This is an optimization exercise on Yosys and OpenROAD, whose aim is small area, a short achievable clock period and few clock cycles, not a production implementation. Only simulation tests tie the RTL to the original design; equivalence was not proved. Power figures rest on the tool's default switching activity, not on a simulated workload.

==> flow/design.v (excerpt) <==
module periodic_repeat_timer_scheduler #(
    parameter int NUM_SLOTS   = 16,
    parameter int PERIOD_BITS = 24
) (
    input  logic                              i_clk,
    input  logic                              i_rst_n,
    input  logic                              start,
    output logic                              busy,
    input  logic [1:0]                        i_mode,
    input  logic [prts_pkg::IN_PERIOD_W-1:0]  i_period_ms,
    input  logic [prts_pkg::REP_W-1:0]        i_repeat_count,
    input  logic [prts_pkg::ID_W-1:0]         i_cancel_id,
    output logic                              o_valid,
    output logic [2:0]                        o_kind,
    output logic [prts_pkg::ID_W-1:0]         o_result_id,
    output logic                              o_last
);
==> flow/config.mk <==
export PLATFORM = sky130hd
export DESIGN_NAME = periodic_repeat_timer_scheduler
export DESIGN_NICKNAME = periodic_repeat_timer_scheduler
export VERILOG_FILES = /design/flow/design.v
export SDC_FILE = /design/flow/constraint.sdc
export NUM_CORES = 4
export LEC_CHECK = 0
export CAP_MARGIN = 20
export CORE_MARGIN = 2
export CORE_UTILIZATION = 60
export PLACE_DENSITY = 0.7
export SETUP_SLACK_MARGIN = 4.8
export SLEW_MARGIN = 20
==> flow/constraint.sdc <==
create_clock -name core_clock -period 7.5 [get_ports {i_clk}]
set_input_delay 1.5000 -clock core_clock [delete_from_list [all_inputs] [get_ports {i_clk}]]
set_output_delay 1.5000 -clock core_clock [all_outputs]
set_load 0.01 [all_outputs]
standard.sh (not shown) runs the stock make flow with config.mk's settings and CLKGATE_MAP_FILE= SYNTH_SCRIPT=/design/flow/synth_recipe.tcl, a recipe that flattens the netlist after the stock synthesis.
==> flow/flow/run.sh <==
#!/bin/bash
# The standard layout, with the port buffers inserted as buf_4 cells (the flow then resizes
# them), and clock tree synthesis told to cluster up to 25 sinks within 60 um per leaf buffer
# and to add no dummy loads. The make output goes to standard_flow.log; each tool's own log
# is also under orfs/logs/.
set -uo pipefail
bash standard.sh \
  "BUFFER_PORTS_ARGS=-buffer_cell sky130_fd_sc_hd__buf_4" \
  "CTS_ARGS=-sink_clustering_enable -repair_clock_nets -dont_use_dummy_load -sink_clustering_size 25 -sink_clustering_max_diameter 60" \
  finish > standard_flow.log 2>&1
Testbench counts at the start, summed over its fixed seeds: cycles 32,247.
Edit:
==> flow/run.sh (new file) <==
#!/bin/bash
# synth_recipe.tcl (not shown) runs the flow's synth.tcl, then flattens the netlist and writes it again
# the make line also repeats each setting of config.mk as NAME=value (left out here)
make -C /OpenROAD-flow-scripts/flow DESIGN_CONFIG=/design/flow/config.mk WORK_HOME=/design/flow/orfs CLKGATE_MAP_FILE= SYNTH_SCRIPT=/design/flow/synth_recipe.tcl finish
--- a/flow/config.mk
+++ b/flow/config.mk
@@ -10,3 +10,4 @@
-export CORE_UTILIZATION = 60
-export PLACE_DENSITY = 0.7
-export SETUP_SLACK_MARGIN = 4.8
+export CORE_UTILIZATION = 40
+export CTS_CLUSTER_DIAMETER = 60
+export CTS_CLUSTER_SIZE = 25
+export SETUP_SLACK_MARGIN = 4.7
removed: flow/flow/run.sh
removed: flow/standard.sh
=> The new run finished with timing, DRC and antenna clean. Utilization falls by 21 points. First-iteration DRC count goes down by 13%. Worst setup slack gets worse by 0.044 ns. Wire length came out higher by 3.8%. Count of clock-buffer cells in the layout is higher by 13. Die area climbs by 49%. Power came out higher by 10%. Via count came out lower by 1.6%.
Edit:
==> flow/flow/run.sh (new file) <==
#!/bin/bash
# The standard layout, with the port buffers inserted as buf_4 cells (the flow then resizes
# them), and clock tree synthesis told to cluster up to 25 sinks within 60 um per leaf buffer
# and to add no dummy loads. The make output goes to standard_flow.log; each tool's own log
# is also under orfs/logs/.
set -uo pipefail
bash standard.sh \
  "BUFFER_PORTS_ARGS=-buffer_cell sky130_fd_sc_hd__buf_4" \
  "CTS_ARGS=-sink_clustering_enable -repair_clock_nets -dont_use_dummy_load -sink_clustering_size 25 -sink_clustering_max_diameter 60" \
  finish > standard_flow.log 2>&1
==> flow/standard.sh (new file) <==
#!/bin/bash
# synth_recipe.tcl (not shown) runs the flow's synth.tcl, then flattens the netlist and writes it again
# the make line also repeats each setting of config.mk as NAME=value (left out here)
make -C /OpenROAD-flow-scripts/flow DESIGN_CONFIG=/design/flow/config.mk WORK_HOME=/design/flow/orfs CLKGATE_MAP_FILE= SYNTH_SCRIPT=/design/flow/synth_recipe.tcl "${@:-finish}"
--- a/flow/config.mk
+++ b/flow/config.mk
@@ -10,4 +10,3 @@
-export CORE_UTILIZATION = 40
-export CTS_CLUSTER_DIAMETER = 60
-export CTS_CLUSTER_SIZE = 25
-export SETUP_SLACK_MARGIN = 4.7
+export CORE_UTILIZATION = 68
+export PLACE_DENSITY = 0.78
+export SETUP_SLACK_MARGIN = 4.8
removed: flow/run.sh
Outcome: First-iteration DRC count came out higher by 23%; worst setup slack improved by 0.044 ns; utilization came out higher by 29 points; register-to-register slack improved by 0.02 ns; total power came out lower by 10%; routed wire length came out lower by 4.9%.
Edit:
==> flow/flow/run.sh (replaced) <==
#!/bin/bash
# The standard layout, with clock tree synthesis told to cluster up to 25 sinks within 60 um
# per leaf buffer and to add no dummy loads. The make output goes to standard_flow.log; each
# tool's own log is also under orfs/logs/.
set -uo pipefail
bash standard.sh \
  "CTS_ARGS=-sink_clustering_enable -repair_clock_nets -dont_use_dummy_load -sink_clustering_size 25 -sink_clustering_max_diameter 60" \
  finish > standard_flow.log 2>&1
--- a/flow/config.mk
+++ b/flow/config.mk
@@ -10,3 +10,2 @@
-export CORE_UTILIZATION = 68
-export PLACE_DENSITY = 0.78
-export SETUP_SLACK_MARGIN = 4.8
+export CORE_UTILIZATION = 40
+export SETUP_SLACK_MARGIN = 4.7
=>
- The new run went through all stages and came out clean
- first-iteration DRC count goes down by 24%
- combinational power rose by about 1%
- global-route usage shrinks by 14 points
- synthesized cell count stays the same
Edit:
==> flow/flow/run.sh (replaced) <==
#!/bin/bash
# The standard layout, with the port buffers inserted as buf_4 cells (the flow then resizes
# them), and clock tree synthesis told to cluster up to 25 sinks within 60 um per leaf buffer
# and to add no dummy loads. The make output goes to standard_flow.log; each tool's own log
# is also under orfs/logs/.
set -uo pipefail
bash standard.sh \
  "BUFFER_PORTS_ARGS=-buffer_cell sky130_fd_sc_hd__buf_4" \
  "CTS_ARGS=-sink_clustering_enable -repair_clock_nets -dont_use_dummy_load -sink_clustering_size 25 -sink_clustering_max_diameter 60" \
  finish > standard_flow.log 2>&1
--- a/flow/config.mk
+++ b/flow/config.mk
@@ -10,2 +10,3 @@
-export CORE_UTILIZATION = 40
-export SETUP_SLACK_MARGIN = 4.7
+export CORE_UTILIZATION = 60
+export PLACE_DENSITY = 0.7
+export SETUP_SLACK_MARGIN = 4.75
What happened:
- sequential power stays flat
- area after synthesis does not change
- worst setup slack gains 0.038 ns
- cell count is lower by 8.9%
- register-to-register slack gains 0.06 ns
- sequential share of layout area is higher by 0.69 points
- total power is lower by 0.30%


v47:
periodic_repeat_timer_scheduler again, from the RTL that the note above started with.
==> flow/config.mk <==
export PLATFORM = sky130hd
export DESIGN_NAME = periodic_repeat_timer_scheduler
export DESIGN_NICKNAME = periodic_repeat_timer_scheduler
export VERILOG_FILES = /design/flow/design.v
export SDC_FILE = /design/flow/constraint.sdc
export NUM_CORES = 4
export LEC_CHECK = 0
export CAP_MARGIN = 20
export CORE_MARGIN = 2
export CORE_UTILIZATION = 50
export PLACE_DENSITY = 0.62
export SETUP_SLACK_MARGIN = 4.75
export SLEW_MARGIN = 20
==> flow/constraint.sdc <==
create_clock -name core_clock -period 7.5 [get_ports {i_clk}]
set_input_delay 1.5000 -clock core_clock [delete_from_list [all_inputs] [get_ports {i_clk}]]
set_output_delay 1.5000 -clock core_clock [all_outputs]
set_load 0.01 [all_outputs]
==> flow/flow/run.sh <==
#!/bin/bash
# The standard layout, with the port buffers inserted as buf_4 cells (the flow then resizes
# them), and clock tree synthesis told to cluster up to 25 sinks within 60 um per leaf buffer
# and to add no dummy loads. The make output goes to standard_flow.log; each tool's own log
# is also under orfs/logs/.
set -uo pipefail
bash standard.sh \
  "BUFFER_PORTS_ARGS=-buffer_cell sky130_fd_sc_hd__buf_4" \
  "CTS_ARGS=-sink_clustering_enable -repair_clock_nets -dont_use_dummy_load -sink_clustering_size 25 -sink_clustering_max_diameter 60" \
  finish > standard_flow.log 2>&1
Testbench counts of v47, summed over its fixed seeds: cycles 32,247.
What v14 does differently from v47 at the input level:
Settings: changing CORE_UTILIZATION from 50 to 60; changing PLACE_DENSITY from 0.62 to 0.7.
diff --git a/flow/flow/run.sh b/flow/flow/run.sh
--- a/flow/flow/run.sh
+++ b/flow/flow/run.sh
@@ -3 +3 @@
-# them), and clock tree synthesis told to cluster up to 25 sinks within 60 um per leaf buffer
+# them), and clock tree synthesis told to cluster up to 30 sinks within 70 um per leaf buffer
@@ -9 +9 @@
-  "CTS_ARGS=-sink_clustering_enable -repair_clock_nets -dont_use_dummy_load -sink_clustering_size 25 -sink_clustering_max_diameter 60" \
+  "CTS_ARGS=-sink_clustering_enable -repair_clock_nets -dont_use_dummy_load -sink_clustering_size 30 -sink_clustering_max_diameter 70" \
### Flow results
Going from v47 to v14, final layout net count shrank by 38; placed cell area went down by 460 um^2; relative contribution of sequential cells to total power +4.0 points; maximum frequency +about 3%; core area now sits lower.
Going from v47 to v14, effective utilization at floorplan climbed 10 points, core utilization now sits higher.
Compared v14 vs v47, and via count is up in v14.
Diff v14 and v47: share of cell area taken by multi-input logic gates higher in v14
Total power consumption of the routed design improves in v14 relative to v47.
The following lists how v2 was set up differently from v14:
Settings: removing PLACE_DENSITY (formerly 0.7); changing CORE_UTILIZATION from 60 to 40; changing SETUP_SLACK_MARGIN from 4.75 to 4.7.
==> flow/flow/run.sh <==
#!/bin/bash
# The standard layout, with clock tree synthesis told to cluster up to 30 sinks within 70 um
# per leaf buffer and to add no dummy loads. The make output goes to standard_flow.log; each
# tool's own log is also under orfs/logs/.
set -uo pipefail
bash standard.sh \
  "CTS_ARGS=-sink_clustering_enable -repair_clock_nets -dont_use_dummy_load -sink_clustering_size 30 -sink_clustering_max_diameter 70" \
  finish > standard_flow.log 2>&1
Notes after the runs:
Compared with v14, in v2 number of well-tap cells placed now larger; sequential share of layout area decreased 0.98 points; width of the chip higher.
Changes in v40 relative to v2:
==> flow/flow/run.sh <==
#!/bin/bash
# The standard layout, with clock tree synthesis told to cluster up to 16 sinks within 40 um
# per leaf buffer and to add no dummy loads. The make output goes to standard_flow.log; each
# tool's own log is also under orfs/logs/.
set -uo pipefail
bash standard.sh \
  "CTS_ARGS=-sink_clustering_enable -repair_clock_nets -dont_use_dummy_load -sink_clustering_size 16 -sink_clustering_max_diameter 40" \
  finish > standard_flow.log 2>&1
--- outcome ---
- Post-layout total power is lower on v2
- Compared v40 vs v2, and sequential share of layout area is down in v40.
- The final worst setup slack in v40 sits 35 ps below the value recorded for v2.
- The lower switching power as a share of total power came out of v40.
- v40 vs v2 — worst-path maximum fanout dropped 21.
- Hold slack in v40 vs v2: down 12 ps
> inputs changed (v40 -> v51)
==> flow/flow/run.sh <==
#!/bin/bash
# The standard layout, with clock tree synthesis told to cluster up to 28 sinks within 60 um
# per leaf buffer and to add no dummy loads. The make output goes to standard_flow.log; each
# tool's own log is also under orfs/logs/.
set -uo pipefail
bash standard.sh \
  "CTS_ARGS=-sink_clustering_enable -repair_clock_nets -dont_use_dummy_load -sink_clustering_size 28 -sink_clustering_max_diameter 60" \
  finish > standard_flow.log 2>&1
--- outcome ---
- v51 ended up with a lower relative contribution of the clock network to total power than v40 did.
- Between v40 and v51, hold slack is lower for v40, v51 comes in above that.
- [v51] number of non-clock inverters fell 1.0% relative to v40
- Comparing v40 with v51, the sequential logic power came out essentially unchanged.
For v17, these inputs were changed with respect to v51:
Settings: CORE_UTILIZATION changed from 40 to 60; SETUP_SLACK_MARGIN changed from 4.7 to 4.75; PLACE_DENSITY newly set to 0.7.
==> flow/flow/run.sh <==
#!/bin/bash
# The standard layout, with the port buffers inserted as buf_2 cells (the flow then resizes
# them), and clock tree synthesis told to cluster up to 25 sinks within 60 um per leaf buffer
# and to add no dummy loads. The make output goes to standard_flow.log; each tool's own log
# is also under orfs/logs/.
set -uo pipefail
bash standard.sh \
  "BUFFER_PORTS_ARGS=-buffer_cell sky130_fd_sc_hd__buf_2" \
  "CTS_ARGS=-sink_clustering_enable -repair_clock_nets -dont_use_dummy_load -sink_clustering_size 25 -sink_clustering_max_diameter 60" \
  finish > standard_flow.log 2>&1
## What came out
Changes observed in v17 relative to v51: via count of the first global-routing pass roughly the same; signed area change from the synthesized netlist to the final layout lower; sequential fraction of design power higher; I/O pin total roughly the same; via count higher.

[afterwards: timing with drivers on the ports]
Ports are ideal in the flow. The routed layouts listed here were re-timed in OpenROAD.
Step 1 sets driving cells, clkbuf_16 on the clock port and buf_2 on the other inputs (assumed; they add their load-dependent delay and slew).
Step 2 times the ports against the registers' clock, not the clock port: input delays grow and output delays shrink by t, the midpoint of the rising clock arrivals with the driver on.
Three values: no drivers, after step 1, after step 2; two values: the first two.
run | shift t [ns] | slack for setup (ns) | worst data-port slew with drivers (ns)
the first run of note 1 | 0.784 | 4.740 / 4.658 / 4.627 | 0.04
the second run of note 1 | 0.873 | 4.696 / 4.610 / 4.122 | 0.07
the third run of note 1 | 0.781 | 4.740 / 4.710 / 4.503 | 0.05
the fourth run of note 1 | 0.841 | 4.714 / 4.638 / 4.122 | 0.07
the fifth run of note 1 | 0.782 | 4.752 / 4.672 / 4.533 | 0.04
v47 | 0.800 | 4.661 / 4.623 / 4.483 | 0.04
v14 | 0.764 | 4.740 / 4.709 / 4.525 | 0.04
v2 | 0.814 | 4.717 / 4.659 / 4.166 | 0.07
v40 | 0.877 | 4.682 / 4.598 / 4.166 | 0.07
v51 | 0.841 | 4.714 / 4.638 / 4.122 | 0.07
v17 | 0.780 | 4.741 / 4.672 / 4.434 | 0.05
After both steps every run listed still meets setup and hold.
